Background: an optimization exercise with open tools, aiming at small area. Do not read the settings as production practice.
Function was checked by simulation only, so behaviour that the tests miss may differ from the original.
The clock port is modelled as an ideal driver; clocking choices that lean on that would not hold on a real chip.
No activity file was given, so power comes from the tool's default toggle rates.

==> flow/design.v (excerpt) <==
module lc4_cpu (
   input  logic        gwe,
   input  logic        i_arst_n,
   input  logic [15:0] i_imem_insn,
   output logic [15:0] o_imem_addr,
   input  logic [15:0] i_dmem_data,
   output logic [15:0] o_dmem_addr,
   output logic        o_dmem_we,
   output logic [15:0] o_dmem_wdata,
   output logic        o_retire_valid,
   output logic [15:0] o_retire_pc,
   output logic [15:0] o_retire_insn,
   output logic        o_retire_we,
   output logic [2:0]  o_retire_wsel,
   output logic [15:0] o_retire_data
);
   logic       init;     
   logic [2:0] ph;       
   logic       rot;      
   logic       last;
   assign last = (ph == 3'd7);
   always_ff @(posedge gwe or negedge i_arst_n) begin
      if (!i_arst_n) begin
         init <= 1'b1;
         ph   <= 3'd0;
         rot  <= 1'b0;
      end else begin
         ph <= ph + 3'd1;
         if (last) begin
            init <= 1'b0;
            rot  <= ~rot & ~init;
         end
      end
   end
   logic [15:0] insn;
   logic [3:0]  op;
   logic        is_br, is_arith, is_logic, is_ldr, is_str, is_const, is_jmp, is_jmpr;
   logic        regwe, cond, taken_rel;
   logic        nf, zf;    
   assign insn     = i_imem_insn;
   assign op       = insn[15:12];
   assign is_br    = (op == 4'b0000);
   assign is_arith = (op == 4'b0001);
   assign is_logic = (op == 4'b0101);
   assign is_ldr   = (op == 4'b0110);
   assign is_str   = (op == 4'b0111);
   assign is_const = (op == 4'b1001);
   assign is_jmp   = (op == 4'b1100);
   assign is_jmpr  = is_jmp & ~insn[11];
   assign regwe = (is_arith & (insn[5] | ~insn[3])) | is_logic | is_ldr | is_const;
   assign cond      = (insn[11] & nf) | (insn[10] & zf) | (insn[9] & ~nf & ~zf);
   assign taken_rel = (is_br & cond) | (is_jmp & insn[11]);
  ...
export LEC_CHECK = 0
export ABC_AREA = 1
export CAP_MARGIN = 0
export CORE_MARGIN = 2
export CORE_UTILIZATION = 40
export CTS_BUF_LIST = sky130_fd_sc_hd__clkbuf_8
export PLACE_DENSITY = 0.6
export SLEW_MARGIN = 0
create_clock -name core_clock -period 5.2 [get_ports {gwe}]
standard.sh (not shown) runs the stock make flow with config.mk's settings and CLKGATE_MAP_FILE= SYNTH_SCRIPT=/design/flow/synth_recipe.tcl, a recipe that flattens the netlist after the stock synthesis.
==> flow/flow/run.sh <==
#!/bin/bash
# Layout: the standard flow (standard.sh) with these changes:
#  - the port buffers are sky130_fd_sc_hd__buf_1 (BUFFER_PORTS_ARGS);
#  - clock tree synthesis inserts no dummy loads (CTS_ARGS), and after it
#    flow/post_cts.tcl swaps clock buffers for smaller ones where the clock
#    slew stays low (POST_CTS_TCL);
#  - synthesis maps the logic with flow/abc.script in place of ORFS's abc
#    script. It is synth_recipe.tcl with a wrapper around yosys abc that swaps
#    the -script argument; everything else in synthesis, registers included,
#    is as synth_recipe.tcl makes it.
# Each tool's output goes to a log in this folder: synth_tcl.log (the script),
# standard.log (make and every ORFS step; ORFS's own per-step logs are under orfs/logs).
set -euo pipefail
here=$(pwd)
export BUFFER_PORTS_ARGS="-buffer_cell sky130_fd_sc_hd__buf_1"
export MY_ABC_SCRIPT="$here/flow/abc.script"
export POST_CTS_TCL="$here/flow/post_cts.tcl"
export CTS_ARGS="-sink_clustering_enable -repair_clock_nets -buf_list sky130_fd_sc_hd__clkbuf_8 -dont_use_dummy_load"
{
  head -n 1 synth_recipe.tcl
  cat <<'TCL'
proc abc {args} {
  set i [lsearch -exact $args -script]
  if {$i >= 0} {
    set args [lreplace $args $i [expr {$i + 1}] -script $::env(MY_ABC_SCRIPT)]
  }
  yosys abc {*}$args
}
TCL
  tail -n +2 synth_recipe.tcl
} > my_synth.tcl
cp my_synth.tcl synth_tcl.log
sed "s#SYNTH_SCRIPT=[^ ]*#SYNTH_SCRIPT=$here/my_synth.tcl#" standard.sh > my_standard.sh
grep -q "SYNTH_SCRIPT=$here/my_synth.tcl" my_standard.sh
bash my_standard.sh > standard.log 2>&1
Other scripts of this flow, unchanged in this note and not shown: flow/flow/abc.script, flow/flow/post_cts.tcl
Edit:
- CAP_MARGIN: 0 -> 20
- CORE_UTILIZATION: 40 -> 55
- PLACE_DENSITY: 0.6 -> 0.7000000000000001
- SLEW_MARGIN: 0 -> 20
=>
- clock skew rises by 0.0062 ns
- wire length falls by about 3%
- final cell count falls by 5.6%
- setup slack degrades by 0.0055 ns
- clock power rises by about 1%
- total power hardly moves

-- separate check: timing with driven ports --
The results above use ideal ports. As a check the final layouts listed here were re-extracted and re-timed, cells and wires unchanged. Step 1 sets driving cells, clkbuf_16 on the clock port and buf_2 on the other inputs (assumed; they add their load-dependent delay and slew). Step 2 also shifts input and output timing later by t, the mid clock arrival at the registers, as if the neighbouring blocks saw the same clock. Slacks: ideal ports / drivers / drivers and shift; pairs: ideal ports / drivers.
run | t (ns) | setup slack, ns | latest minus earliest clock arrival (ns) | slew at the worst register clock pin (ns) | cell pins on the clock port's net
the first run | 0.453 | 0.476 / 0.490 / 0.037 | 0.040 / 0.040 | 0.12 / 0.12 | 1
the second run | 0.458 | 0.471 / 0.465 / 0.007 | 0.042 / 0.042 | 0.12 / 0.12 | 1
After both steps setup and hold are still met in every run listed. The setup slack of the second run, which loses most, moves by -0.006 ns with the drivers and by -0.464 ns with both steps.
